Source: an optimization exercise on an open RTL-to-GDS flow (aim: small area, a short achievable clock period and few clock cycles per item). Production flows keep margins and buffers that such runs may drop.
RTL that was checked went through simulation tests only; none was proved equivalent to the original.
Power is estimated from default activity; no workload was simulated.

==> sierra: inputs <==
// event_timed_task_dispatch_table_core
module event_timed_task_dispatch_table_core (
    input  wire logic        clk,
    input  wire logic        rst_n,
    input  wire logic        req_valid,
    output logic             req_ready,
    input  wire logic [1:0]  req_action,
    input  wire logic [7:0]  req_task_id,
    input  wire logic [7:0]  req_trigger_mask,
    input  wire logic        req_use_delay,
    input  wire logic [31:0] req_delay_ticks,
    input  wire logic [7:0]  req_handler_tag,
    input  wire logic [31:0] req_now_ticks,
    input  wire logic [7:0]  req_event_mask,
    output logic             rsp_valid,
    input  wire logic        rsp_ready,
    output logic [2:0]       rsp_status,
    output logic [3:0]       rsp_slot_index,
    output logic [7:0]       rsp_matched_id,
    output logic [7:0]       rsp_matched_handler,
    output logic             rsp_last_result,
    input  wire logic        cfg_we,
    input  wire logic [30:0] cfg_wdata
);
Settings: LEC_CHECK=0, ABC_CLOCK_PERIOD_IN_PS=3500, CAP_MARGIN=20, CORE_MARGIN=2, CORE_UTILIZATION=40, SETUP_SLACK_MARGIN=4.5, SLEW_MARGIN=20; clock period 8.5 ns.
run.sh (not shown) runs the stock make flow with config.mk's settings and CLKGATE_MAP_FILE= SYNTH_SCRIPT=/design/flow/synth_recipe.tcl, a recipe that flattens the netlist after the stock synthesis.
==> juniper (differences from sierra) <==
--- a/flow/design.v
+++ b/flow/design.v
@@ -72,32 +72,12 @@
             begin
                 l[j] = l[2*j+1] | (~g[2*j+1] & l[2*j]);
                 g[j] = g[2*j+1] | (~l[2*j+1] & g[2*j]);
             end
         lt32 = l[0];
     endfunction
-    function automatic logic [32:0] add32(input logic [31:0] a, input logic [31:0] b,
-                                          input logic ci);
-        logic [31:0] p, g, pp, gg;
-        logic [32:0] c;
-        p  = a ^ b;
-        g  = a & b;
-        gg = g;
-        pp = p;
-        for (int k = 0; k < 5; k++)
-            for (int i = 31; i >= 0; i--)
-                if ((i >> k) & 1)
-                begin
-                    gg[i] = gg[i] | (pp[i] & gg[((i >> k) << k) - 1]);
-                    pp[i] = pp[i] & pp[((i >> k) << k) - 1];
-                end
-        c[0] = ci;
-        for (int i = 0; i < 32; i++)
-            c[i+1] = gg[i] | (pp[i] & ci);
-        add32 = {c[32], p ^ c[31:0]};
-    endfunction
     logic [N-1:0] taken_q;               
     logic [N-1:0] live_q;                
     logic [7:0]   id_q   [N];
     logic [7:0]   mask_q [N];
     logic [31:0]  due_q  [N];
     logic [7:0]   tag_q  [N];
@@ -110,69 +90,88 @@
     logic        r_addok;    
     logic        r_remok;    
     logic [7:0]  r_id;
     logic [7:0]  r_mask;     
     logic        r_live;     
     logic [7:0]  r_tag;
-    logic [31:0] r_x;        
+    logic [15:0] r_x;        
+    logic        r_ci;       
     logic        r_wrap;     
     logic         r_ph;            
     logic [31:0]  r_c;             
     logic [N-1:0] ge_q;            
     logic         s2b_valid;
     logic         s2b_add, s2b_rem, s2b_bad;
     logic [N-1:0] s2b_v;
     logic         s2a_valid;
     logic         s2a_add, s2a_rem, s2a_bad;
     logic         s2a_single;    
     logic [N-1:0] s2a_m;         
-    logic [N-1:0] s2a_oh;        
     logic         q0_valid, q1_valid;
     logic [23:0]  q0, q1;        
     logic         rdy_q;         
+    logic         adv_q;         
+    logic         ld_q;          
+    logic         go_add_q;      
+    logic         go_rem_q;      
     logic s2a_push;
     logic s2a_take;
     logic s2b_move;
     logic r_go;
     logic q_pop;
     assign s2a_push  = s2a_valid && !q1_valid;
     assign s2a_take  = !s2a_valid || (s2a_single && !q1_valid);
     assign s2b_move  = s2b_valid && s2a_take;
-    assign r_go      = r_valid && (!r_scan || r_ph) && (!s2b_valid || s2a_take);
+    assign r_go      = r_valid && adv_q;
     assign q_pop     = q0_valid && rsp_ready;
     assign req_ready = rdy_q;
     logic        in_add;
     logic        in_rem;
     logic        in_bad;
     logic [31:0] in_c;
-    logic [31:0] in_x;
+    logic [15:0] in_x;
+    logic        in_ci;
+    logic [16:0] in_sum;
+    logic [16:0] in_dif;
+    logic [17:0] in_dif_w;
     logic [7:0]  in_mask;
     assign in_add = (req_action == ACT_ADD);
     assign in_rem = (req_action == ACT_REMOVE);
     assign in_bad = (req_task_id == 8'd0);
+    assign in_sum = {1'b0, req_now_ticks[15:0]} + {1'b0, req_delay_ticks[15:0]};
+    assign in_dif = in_dif_w[17:1];
+    assign in_dif_w = {1'b0, req_now_ticks[15:0], 1'b1} + {1'b0, ~thr_q[15:0], 1'b1};
     always_comb
     begin
         if (in_add)
         begin
-            in_c    = req_use_delay ? req_now_ticks : 32'd0;
-            in_x    = req_use_delay ? req_delay_ticks : 32'd0;
+            in_c    = req_use_delay ? {req_now_ticks[31:16], in_sum[15:0]} : 32'd0;
+            in_x    = req_use_delay ? req_delay_ticks[31:16] : 16'd0;
+            in_ci   = req_use_delay && in_sum[16];
             in_mask = req_use_delay ? (req_trigger_mask | 8'd1) : req_trigger_mask;
         end
         else
         begin
             in_c    = req_now_ticks;
-            in_x    = ~{1'b0, thr_q};
+            in_x    = in_dif[15:0];
+            in_ci   = in_dif[16];
             in_mask = req_event_mask;
         end
     end
     logic [N-1:0] free_v, rem_v, scan_v, x_v;
     logic [N-1:0] free_oh, rem_oh;
     logic [N-1:0] timely_v;
     logic [N-1:0] lt_v;            
-    logic [32:0]  x_sum;           
-    assign x_sum = add32(r_c, r_x, !r_add);
+    logic [16:0]  x_hi;            
+    logic [17:0]  x_hi_w;
+    logic [31:0]  x_due;           
+    logic [31:0]  x_lo;            
+    assign x_hi_w = {1'b0, r_c[31:16], 1'b1} + {1'b0, (r_add ? r_x : ~{1'b0, thr_q[30:16]}), r_ci};
+    assign x_hi   = x_hi_w[17:1];
+    assign x_due = {x_hi[15:0], r_c[15:0]};
+    assign x_lo  = {x_hi[15:0], r_x};
     always_comb
     begin
         for (int i = 0; i < N; i++)
         begin
             free_v[i]   = !taken_q[i];
             rem_v[i]    = live_q[i] && (id_q[i] == r_id);
@@ -183,19 +182,21 @@
         end
     end
     assign free_oh = lowest(free_v);
     assign rem_oh  = lowest(rem_v);
     assign x_v     = r_add ? free_v : (r_rem ? rem_v : scan_v);
     logic do_add, do_rem;
-    assign do_add = r_go && r_addok;
-    assign do_rem = r_go && r_remok;
+    assign do_add = go_add_q;
+    assign do_rem = go_rem_q;
+    logic [N-1:0] s2a_oh;        
     logic [N-1:0] s2a_rest;
     logic [3:0]   s2a_idx;
     logic         s2a_any;
     logic [7:0]   s2a_id, s2a_tag;
     logic [23:0]  s2a_word;
+    assign s2a_oh   = lowest(s2a_m);
     assign s2a_rest = s2a_m & ~s2a_oh;
     assign s2a_idx  = enc(s2a_oh);
     assign s2a_any  = (s2a_oh != '0);
     always_comb
     begin
         s2a_id  = '0;
@@ -216,35 +217,42 @@
             s2a_word = {(s2a_add ? ST_FULL : ST_NOT_FOUND), 4'd0, 8'd0, 8'd0, 1'b1};
         else
             s2a_word = {ST_OK, s2a_idx, 8'd0, 8'd0, 1'b1};
     end
     logic r_valid_n, r_scan_n, r_ph_n;
     logic s2b_valid_n, s2a_valid_n, s2a_single_n, q1_valid_n;
+    logic adv_n;
     always_comb
     begin
-        r_valid_n    = rdy_q ? (req_valid && (req_action != ACT_NONE)) : r_valid;
-        r_scan_n     = rdy_q ? (req_action == ACT_SCAN) : r_scan;
+        r_valid_n    = ld_q ? (req_valid && (req_action != ACT_NONE)) : r_valid;
+        r_scan_n     = ld_q ? (req_action == ACT_SCAN) : r_scan;
         r_ph_n       = (r_go || !r_valid) ? 1'b0 : (r_scan || r_ph);
         s2b_valid_n  = r_go || (s2b_valid && !s2b_move);
         s2a_valid_n  = s2b_move || (s2a_valid && !(s2a_push && s2a_single));
         if (s2b_move)
             s2a_single_n = s2b_add || s2b_rem || atmost1(s2b_v);
         else if (s2a_push)
             s2a_single_n = atmost1(s2a_rest);
         else
             s2a_single_n = s2a_single;
         q1_valid_n   = q_pop ? 1'b0 : (q1_valid || (s2a_push && q0_valid));
+        adv_n        = (!r_scan_n || r_ph_n)
+                       && (!s2b_valid_n || !s2a_valid_n || (s2a_single_n && !q1_valid_n));
     end
     always_ff @(posedge clk or negedge rst_n)
     begin
         if (!rst_n)
         begin
             taken_q   <= '0;
             live_q    <= '0;
             thr_q     <= 31'd1000;
             rdy_q     <= 1'b1;
+            adv_q     <= 1'b0;
+            ld_q      <= 1'b1;
+            go_add_q  <= 1'b0;
+            go_rem_q  <= 1'b0;
             r_valid   <= 1'b0;
             r_ph      <= 1'b0;
             s2b_valid <= 1'b0;
             s2a_valid <= 1'b0;
             q0_valid  <= 1'b0;
             q1_valid  <= 1'b0;
@@ -256,14 +264,19 @@
             r_valid   <= r_valid_n;
             r_ph      <= r_ph_n;
             s2b_valid <= s2b_valid_n;
             s2a_valid <= s2a_valid_n;
             q1_valid  <= q1_valid_n;
             q0_valid  <= q1_valid || s2a_push || (q0_valid && !rsp_ready);
-            rdy_q     <= !r_valid_n || ((!r_scan_n || r_ph_n)
-                         && (!s2b_valid_n || !s2a_valid_n || (s2a_single_n && !q1_valid_n)));
+            rdy_q     <= !r_valid_n || adv_n;
+            adv_q     <= adv_n;
+            ld_q      <= !(r_valid_n && !adv_n);
+            go_add_q  <= r_valid_n && adv_n
+                         && (ld_q ? (in_add && !in_bad) : r_addok);
+            go_rem_q  <= r_valid_n && adv_n
+                         && (ld_q ? (in_rem && !in_bad) : r_remok);
             for (int i = 0; i < N; i++)
             begin
                 if (do_add && free_oh[i])
                 begin
                     taken_q[i] <= 1'b1;
                     live_q[i]  <= r_live;
@@ -277,40 +290,41 @@
         end
     end
     always_ff @(posedge clk)
     begin
         r_scan     <= r_scan_n;
         s2a_single <= s2a_single_n;
-        if (rdy_q)
+        if (ld_q)
         begin
             r_add   <= in_add;
             r_rem   <= in_rem;
             r_bad   <= in_bad;
             r_addok <= in_add && !in_bad;
             r_remok <= in_rem && !in_bad;
             r_id    <= req_task_id;
             r_mask  <= in_mask;
             r_live  <= (in_mask != 8'd0);
             r_tag   <= req_handler_tag;
             r_c     <= in_c;
             r_x     <= in_x;
+            r_ci    <= in_ci;
         end
         else if (r_scan && !r_ph)
         begin
-            r_c    <= x_sum[31:0];
-            r_wrap <= !x_sum[32];
+            r_c    <= x_lo;
+            r_wrap <= !x_hi[16];
         end
         if (!r_ph)
             ge_q <= lt_v;
         for (int i = 0; i < N; i++)
         begin
             if (do_add && free_oh[i])
             begin
                 id_q[i]   <= r_id;
                 mask_q[i] <= r_mask;
-                due_q[i]  <= x_sum[31:0];
+                due_q[i]  <= x_due;
                 tag_q[i]  <= r_tag;
             end
         end
         if (r_go)
         begin
             s2b_add <= r_add;
@@ -321,18 +335,16 @@
         if (s2b_move)
         begin
             s2a_add <= s2b_add;
             s2a_rem <= s2b_rem;
             s2a_bad <= s2b_bad;
             s2a_m   <= s2b_v;
-            s2a_oh  <= lowest(s2b_v);
         end
         else if (s2a_push)
         begin
             s2a_m   <= s2a_rest;
-            s2a_oh  <= lowest(s2a_rest);
         end
         if (q_pop)
         begin
             if (q1_valid) q0 <= q1;
             else if (s2a_push) q0 <= s2a_word;
         end
==> flow/flow/run.sh (new file) <==
#!/bin/bash
set -euo pipefail
sed 's/SETUP_SLACK_MARGIN=5\.0 /SETUP_SLACK_MARGIN=5.25 /' standard.sh > standard_margin.sh
grep -q 'SETUP_SLACK_MARGIN=5.25 ' standard_margin.sh
bash standard_margin.sh > standard_flow.log 2>&1
==> flow/standard.sh (new file) <==
#!/bin/bash
# synth_recipe.tcl (not shown) runs the flow's synth.tcl, then flattens the netlist and writes it again
# the make line also repeats each setting of config.mk as NAME=value (left out here)
make -C /OpenROAD-flow-scripts/flow DESIGN_CONFIG=/design/flow/config.mk WORK_HOME=/design/flow/orfs CLKGATE_MAP_FILE= SYNTH_SCRIPT=/design/flow/synth_recipe.tcl "${@:-finish}"
==> flow/config.mk (replaced) <==
export PLATFORM = sky130hd
export DESIGN_NAME = event_timed_task_dispatch_table_core
export DESIGN_NICKNAME = event_timed_task_dispatch_table_core
export VERILOG_FILES = /design/flow/design.v
export SDC_FILE = /design/flow/constraint.sdc
export NUM_CORES = 4
export LEC_CHECK = 0
export ABC_AREA = 1
export CAP_MARGIN = 20
export CORE_MARGIN = 2
export CORE_UTILIZATION = 55
export CTS_CLUSTER_DIAMETER = 141
export CTS_CLUSTER_SIZE = 20
export SETUP_SLACK_MARGIN = 5.0
export SLEW_MARGIN = 20
removed: flow/run.sh
==> qor summary <==
Outcome: juniper no timing/DRC/antenna violations; sierra no timing/DRC/antenna violations
Area added between synthesis and finish: juniper 11.2%; sierra 16.7%
Placer Congestion: juniper 0.895; sierra 0.855
Combinational share of power: juniper 0.410; sierra 0.356
Core Box Area: juniper 0.102 mm^2; sierra 0.134 mm^2
Post-Place Setup Slack: juniper 3.86 ns; sierra 3.25 ns
Worst endpoint required time: juniper 6.80 ns; sierra 8.98 ns
GRT met1 Usage: juniper 0.441; sierra 0.305
Fraction of standard cell area that is sequential: juniper 0.547; sierra 0.556
Startpoint of the tightest hold check path: juniper s2b_bad; sierra r_bad
Met2 wire len: juniper 76100 um; sierra 73600 um
Post-synthesis mux area share: juniper 0.00396; sierra 0.0150
Worst-path clk slew: juniper 0.08 ns; sierra 0.06 ns
Detailed Route WL: juniper 164000 um; sierra 156000 um
Final HPWL from detailed placement: juniper 110000 um; sierra 101000 um
Commonest non-fill, non-tap cell in the layout: juniper nand2_1; sierra edfxtp_1
Core Rows: juniper 117; sierra 134
Reg2reg setup slack: juniper 5.36 ns; sierra 4.58 ns
Launch instance of the worst register-to-register path: juniper r_c[3]; sierra r_c[4]
End-of-flow core utilization: juniper 0.616; sierra 0.472
Summed instance area of the synthesized netlist: juniper 0.0563 mm^2; sierra 0.0541 mm^2
CP max stage cell: juniper dfstp_4; sierra edfxtp_1
Pin slew with the least headroom to its limit: juniper 1.16 ns; sierra 1.13 ns
Cell-internal power: juniper 11.4 mW; sierra 14.2 mW
Synth cell types: juniper 68; sierra 87
Clock tree sinks: juniper 1153; sierra 1180
Met3 Use GR: juniper 0.0451; sierra 0.0303
Testbench counts of juniper, summed over its fixed seeds: cycles 7,989, items 3,200.
Only the layout flow was run in sierra; the RTL was not checked for function there.

## re-timing with driven ports
No port has a modelled driver above. Below, the same layouts with a new extraction and two added sets of constraints.
Step 1: set_driving_cell puts a clkbuf_16 on clk and a buf_2 on each other input, an assumption about the parent block.
Step 2 adds t to the input delays and takes it off the output delays; t is the mean of the earliest and latest rising clock arrival at the registers after step 1. Input paths then give back, and output paths get back, about the clock's delay inside the block.
Slacks: ideal ports / drivers / drivers and shift; pairs: ideal ports / drivers.
run | t (ns) | slack for setup (ns) | slew at the worst register clock pin (ns)
sierra | 0.821 | 4.576 / 4.576 / 4.035 | 0.06 / 0.06
juniper | 0.745 | 5.307 / 5.230 / 4.636 | 0.10 / 0.10
After both steps setup and hold are still met in every run listed. The setup slack of juniper, which loses most, moves by -0.077 ns with the drivers and by -0.671 ns with both steps.
